Source: an optimization exercise on an open RTL-to-GDS flow (aim: small area). Production flows keep margins and buffers that such runs may drop. Only simulation tests tie the RTL to the original design; equivalence was not proved. Power figures rest on the tool's default switching activity, not on a simulated workload.

==> job 9864: inputs <==
==> flow/design.v <==
module rf_aoi222 (
  input  logic a1, a2, b1, b2, c1, c2,
  output logic y
);
  assign y = ~((a1 & a2) | (b1 & b2) | (c1 & c2));
endmodule
module rf_aoi22 (
  input  logic a1, a2, b1, b2,
  output logic y
);
  assign y = ~((a1 & a2) | (b1 & b2));
endmodule
module rf_nand2 (
  input  logic a, b,
  output logic y
);
  assign y = ~(a & b);
endmodule
module rf_nor2 (
  input  logic a, b,
  output logic y
);
  assign y = ~(a | b);
endmodule
module rf_nand_or #(
  parameter int N = 11
) (
  input  logic [N-1:0] n,
  output logic         y
);
  assign y = ~&n;
endmodule
module rf_dec #(
  parameter int AW = 5,
  parameter int N  = 32,
  parameter bit INV = 1'b0
) (
  input  logic [AW-1:0] a,
  output logic [N-1:0]  s
);
  for (genvar e = 0; e < N; e++) begin : g_e
    assign s[e] = (a == AW'(e)) ^ INV;
  end
endmodule
module rf_rd_bit #(
  parameter int N = 31
) (
  input  logic [N-1:0] sel,
  input  logic [N-1:0] d,
  output logic         y
);
  localparam int NG  = N / 3;
  localparam int REM = N % 3;
  localparam int NT  = NG + ((REM != 0) ? 1 : 0);
  logic [NT-1:0] t_n;
  for (genvar g = 0; g < NG; g++) begin : g_grp
    rf_aoi222 u_aoi (
      .a1(sel[3*g]),     .a2(d[3*g]),
      .b1(sel[3*g + 1]), .b2(d[3*g + 1]),
      .c1(sel[3*g + 2]), .c2(d[3*g + 2]),
      .y(t_n[g])
    );
  end
  if (REM == 1) begin : g_r1
    rf_nand2 u_nand (.a(sel[N-1]), .b(d[N-1]), .y(t_n[NT-1]));
  end else if (REM == 2) begin : g_r2
    rf_aoi22 u_aoi (.a1(sel[N-2]), .a2(d[N-2]), .b1(sel[N-1]), .b2(d[N-1]), .y(t_n[NT-1]));
  end
  rf_nand_or #(.N(NT)) u_or (.n(t_n), .y(y));
endmodule
module regfile_multiport #(
  parameter int DATA_WIDTH = 64,
  parameter int DEPTH      = 32,
  parameter int ADDR_WIDTH = $clog2(DEPTH),
  parameter int NUM_READ   = 2,
  parameter int ZERO_REG   = 1
) (
  input  logic                           Clk,
  input  logic                           Rst,
  input  logic                           write_En,
  input  logic [ADDR_WIDTH-1:0]          write_Addr,
  input  logic [DATA_WIDTH/8-1:0]        write_Be,
  input  logic [DATA_WIDTH-1:0]          data_in,
  input  logic [NUM_READ*ADDR_WIDTH-1:0] addr_Rd,
  output logic [NUM_READ*DATA_WIDTH-1:0] data_out,
  output logic                           ready
);
  localparam int NBYTES = DATA_WIDTH / 8;
  localparam int FIRST  = (ZERO_REG != 0) ? 1 : 0;
  localparam int NLIVE  = DEPTH - FIRST;
  localparam logic [ADDR_WIDTH-1:0] LAST_IDX = ADDR_WIDTH'((1 << ADDR_WIDTH) - 1);
  logic [DATA_WIDTH-1:0]          mem_q [DEPTH];
  logic                           ready_q;
  logic [ADDR_WIDTH-1:0]          wa_q;     
  logic [NBYTES-1:0]              wbe_nq;   
  logic [DATA_WIDTH-1:0]          wd_q;     
  localparam int LO_W = 2;
  localparam int HI_W = ADDR_WIDTH - LO_W;
  logic [NUM_READ-1:0][(1 << LO_W)-1:0] ra_lo_nq;
  logic [NUM_READ-1:0][(1 << HI_W)-1:0] ra_hi_nq;
  logic live;
  assign live = ready_q && !Rst;
  always_ff @(posedge Clk) begin
    for (int p = 0; p < NUM_READ; p++) begin
      for (int i = 0; i < (1 << LO_W); i++)
        ra_lo_nq[p][i] <= (addr_Rd[p*ADDR_WIDTH +: LO_W] != LO_W'(i));
      for (int i = 0; i < (1 << HI_W); i++)
        ra_hi_nq[p][i] <= (addr_Rd[p*ADDR_WIDTH + LO_W +: HI_W] != HI_W'(i));
    end
    ready_q <= !Rst && (ready_q || (wa_q == LAST_IDX));
    if (live) begin
      wa_q   <= write_Addr;
      wbe_nq <= ~(write_Be & {NBYTES{write_En}});
      wd_q   <= data_in;
    end else begin
      wa_q   <= Rst ? '0 : wa_q + ADDR_WIDTH'(1);
      wbe_nq <= '0;
      wd_q   <= '0;
    end
  end
  logic [DEPTH-1:0] wdec_n;
  rf_dec #(.AW(ADDR_WIDTH), .N(DEPTH), .INV(1'b1)) u_wdec (.a(wa_q), .s(wdec_n));
  for (genvar e = FIRST; e < DEPTH; e++) begin : g_ent
    for (genvar k = 0; k < NBYTES; k++) begin : g_byte
      logic en;
      rf_nor2 u_en (.a(wdec_n[e]), .b(wbe_nq[k]), .y(en));
      always_ff @(posedge Clk) begin
        if (en) mem_q[e][8*k +: 8] <= wd_q[8*k +: 8];
      end
    end
  end
  for (genvar p = 0; p < NUM_READ; p++) begin : g_rd
    logic [DEPTH-1:0] sel;
    for (genvar e = 0; e < DEPTH; e++) begin : g_sel
      rf_nor2 u_sel (.a(ra_hi_nq[p][e >> LO_W]), .b(ra_lo_nq[p][e % (1 << LO_W)]), .y(sel[e]));
    end
    for (genvar b = 0; b < DATA_WIDTH; b++) begin : g_bit
      logic [NLIVE-1:0] col;
      for (genvar e = FIRST; e < DEPTH; e++) begin : g_col
        assign col[e - FIRST] = mem_q[e][b];
      end
      rf_rd_bit #(.N(NLIVE)) u_bit (
        .sel(sel[DEPTH-1:FIRST]), .d(col), .y(data_out[p*DATA_WIDTH + b])
      );
    end
  end
  assign ready = ready_q;
endmodule
==> flow/flow/run.sh <==
#!/bin/bash
# The standard layout (the standard.sh, synthesis unchanged), except that:
#  - clock tree synthesis adds no dummy loads;
#  - the port buffers are sky130_fd_sc_hd__buf_1 instead of the delay buffer that
#    buffer_ports picks by default (every input and output still gets a buffer).
# Each step's log stays under orfs/logs; standard.sh's own output goes to standard_run.log.
set -o pipefail
export CTS_ARGS="-sink_clustering_enable -repair_clock_nets -sink_clustering_size 24 -sink_clustering_max_diameter 60 -dont_use_dummy_load"
export BUFFER_PORTS_ARGS="-buffer_cell sky130_fd_sc_hd__buf_1"
bash standard.sh > standard_run.log 2>&1
==> flow/standard.sh <==
#!/bin/bash
# synth_recipe.tcl (not shown) runs the flow's synth.tcl, then flattens the netlist and writes it again
# the make line also repeats each setting of config.mk as NAME=value (left out here)
make -C /OpenROAD-flow-scripts/flow DESIGN_CONFIG=/design/flow/config.mk WORK_HOME=/design/flow/orfs CLKGATE_MAP_FILE= SYNTH_SCRIPT=/design/flow/synth_recipe.tcl "${@:-finish}"
==> flow/config.mk <==
export PLATFORM = sky130hd
export DESIGN_NAME = regfile_multiport
export DESIGN_NICKNAME = regfile_multiport
export VERILOG_FILES = /design/flow/design.v
export SDC_FILE = /design/flow/constraint.sdc
export NUM_CORES = 4
export LEC_CHECK = 0
export CAP_MARGIN = 20
export CORE_MARGIN = 2
export CORE_UTILIZATION = 40
export CTS_CLUSTER_DIAMETER = 60
export CTS_CLUSTER_SIZE = 24
export SETUP_SLACK_MARGIN = 0.2
export SLEW_MARGIN = 20
export SYNTH_HIERARCHICAL = 1
export SYNTH_MINIMUM_KEEP_SIZE = 0
==> flow/constraint.sdc <==
create_clock -name core_clock -period 5.0 [get_ports {Clk}]
set_input_delay 1.0000 -clock core_clock [delete_from_list [all_inputs] [get_ports {Clk}]]
set_output_delay 1.0000 -clock core_clock [all_outputs]
set_load 0.01 [all_outputs]
==> job 1131 (differences from job 9864) <==
--- a/flow/config.mk
+++ b/flow/config.mk
@@ -7,10 +7,10 @@
 export LEC_CHECK = 0
 export CAP_MARGIN = 20
 export CORE_MARGIN = 2
-export CORE_UTILIZATION = 40
+export CORE_UTILIZATION = 50
 export CTS_CLUSTER_DIAMETER = 60
 export CTS_CLUSTER_SIZE = 24
-export SETUP_SLACK_MARGIN = 0.2
+export SETUP_SLACK_MARGIN = 0.1
 export SLEW_MARGIN = 20
 export SYNTH_HIERARCHICAL = 1
 export SYNTH_MINIMUM_KEEP_SIZE = 0
==> job 6964 (differences from job 9864) <==
==> flow/design.v, changed modules only <==
module regfile_multiport #(
  parameter int DATA_WIDTH = 64,
  parameter int DEPTH      = 32,
  parameter int ADDR_WIDTH = $clog2(DEPTH),
  parameter int NUM_READ   = 2,
  parameter int ZERO_REG   = 1
) (
  input  logic                           Clk,
  input  logic                           Rst,
  input  logic                           write_En,
  input  logic [ADDR_WIDTH-1:0]          write_Addr,
  input  logic [DATA_WIDTH/8-1:0]        write_Be,
  input  logic [DATA_WIDTH-1:0]          data_in,
  input  logic [NUM_READ*ADDR_WIDTH-1:0] addr_Rd,
  output logic [NUM_READ*DATA_WIDTH-1:0] data_out,
  output logic                           ready
);
  localparam int NBYTES = DATA_WIDTH / 8;
  localparam int FIRST  = (ZERO_REG != 0) ? 1 : 0;
  localparam int NLIVE  = DEPTH - FIRST;
  localparam logic [ADDR_WIDTH-1:0] LAST_IDX = ADDR_WIDTH'((1 << ADDR_WIDTH) - 1);
  logic [DATA_WIDTH-1:0]          mem_q [DEPTH];
  logic                           ready_q;
  logic [ADDR_WIDTH-1:0]          wa_q;     
  logic [NBYTES-1:0]              wbe_nq;   
  logic [DATA_WIDTH-1:0]          wd_q;     
  logic [NUM_READ*ADDR_WIDTH-1:0] ra_q;     
  logic live;
  assign live = ready_q && !Rst;
  always_ff @(posedge Clk) begin
    ra_q    <= addr_Rd;
    ready_q <= !Rst && (ready_q || (wa_q == LAST_IDX));
    if (live) begin
      wa_q   <= write_Addr;
      wbe_nq <= ~(write_Be & {NBYTES{write_En}});
      wd_q   <= data_in;
    end else begin
      wa_q   <= Rst ? '0 : wa_q + ADDR_WIDTH'(1);
      wbe_nq <= '0;
      wd_q   <= '0;
    end
  end
  logic [DEPTH-1:0] wdec_n;
  rf_dec #(.AW(ADDR_WIDTH), .N(DEPTH), .INV(1'b1)) u_wdec (.a(wa_q), .s(wdec_n));
  for (genvar e = FIRST; e < DEPTH; e++) begin : g_ent
    for (genvar k = 0; k < NBYTES; k++) begin : g_byte
      logic en;
      rf_nor2 u_en (.a(wdec_n[e]), .b(wbe_nq[k]), .y(en));
      always_ff @(posedge Clk) begin
        if (en) mem_q[e][8*k +: 8] <= wd_q[8*k +: 8];
      end
    end
  end
  for (genvar p = 0; p < NUM_READ; p++) begin : g_rd
    logic [DEPTH-1:0] sel;
    rf_dec #(.AW(ADDR_WIDTH), .N(DEPTH)) u_rdec (.a(ra_q[p*ADDR_WIDTH +: ADDR_WIDTH]), .s(sel));
    for (genvar b = 0; b < DATA_WIDTH; b++) begin : g_bit
      logic [NLIVE-1:0] col;
      for (genvar e = FIRST; e < DEPTH; e++) begin : g_col
        assign col[e - FIRST] = mem_q[e][b];
      end
      rf_rd_bit #(.N(NLIVE)) u_bit (
        .sel(sel[DEPTH-1:FIRST]), .d(col), .y(data_out[p*DATA_WIDTH + b])
      );
    end
  end
  assign ready = ready_q;
endmodule
==> flow/run.sh (new file) <==
#!/bin/bash
# synth_recipe.tcl (not shown) runs the flow's synth.tcl, then flattens the netlist and writes it again
# the make line also repeats each setting of config.mk as NAME=value (left out here)
make -C /OpenROAD-flow-scripts/flow DESIGN_CONFIG=/design/flow/config.mk WORK_HOME=/design/flow/orfs CLKGATE_MAP_FILE= SYNTH_SCRIPT=/design/flow/synth_recipe.tcl finish
--- a/flow/config.mk
+++ b/flow/config.mk
@@ -8,9 +8,6 @@
 export CAP_MARGIN = 20
 export CORE_MARGIN = 2
 export CORE_UTILIZATION = 40
-export CTS_CLUSTER_DIAMETER = 60
-export CTS_CLUSTER_SIZE = 24
-export SETUP_SLACK_MARGIN = 0.2
 export SLEW_MARGIN = 20
 export SYNTH_HIERARCHICAL = 1
 export SYNTH_MINIMUM_KEEP_SIZE = 0
removed: flow/flow/run.sh
removed: flow/standard.sh
==> run summary <==
Job 6964 completed, yet does not pass: setup timing. Job 1131 completed, yet does not pass: antenna rules, setup timing. Job 9864 finished with timing, DRC and antenna clean.
Power, lowest first: job 1131, job 9864, job 6964.
In job 9864 the clock power is lower than in job 6964, by about 30%.
Against job 9864, the clock skew of job 6964 is lower by 0.040 ns.
The lowest maximum frequency belongs to job 1131, the highest to job 9864.
In job 6964 the flip-flop and latch count is lower than in job 9864, by 14.
==> figures <==
	job 9864	job 1131	job 6964
Horizontal die dimension	452 um	405 um	451 um
GRT Total Usage	0.292	0.367	0.300
Worst hold endpoint	wbe_nq[4]	wd_q[16]	wa_q[0]
Proportion of cell area occupied by multi-input gates	0.211	0.213	0.200
Die boundary height	452 um	405 um	451 um
Multi-input gates	2393	2395	2390
Outcome	complete, no violations	finished with violations	finished with violations
Layout check failures	-	antenna rules, setup timing	setup timing
Total routed wirelength	310 mm	309 mm	317 mm
Grt met2 use	0.448	0.522	0.448
Met3 wire len	45.3 mm	55.2 mm	46.3 mm
Final area over synthesized area	1.123x	1.112x	1.195x
Full die area	204000 um2	164000 um2	204000 um2

static timing again, ports no longer ideal:
The flow's constraints put no driver on any port. The routed layouts listed below were extracted and timed again, unchanged, in two steps.
Step 1: set_driving_cell puts a clkbuf_16 on Clk and a buf_2 on each other input, an assumption about the parent block.
Step 2 adds t to the input delays and takes it off the output delays; t is the mean of the earliest and latest rising clock arrival at the registers after step 1. Input paths then give back, and output paths get back, about the clock's delay inside the block.
Three values: ideal, step 1, step 2; two values: the first two.
| run | t (ns) | slack for setup (ns) | slew at the worst register clock pin (ns) |
|---|---|---|---|
| job 9864 | 0.871 | 0.243 / 0.159 / 1.030 | 0.10 / 0.10 |
| job 1131 | 0.873 | -0.045 / -0.134 / 0.739 | 0.09 / 0.09 |
| job 6964 | 0.957 | -0.005 / -0.098 / 0.859 | 0.07 / 0.07 |
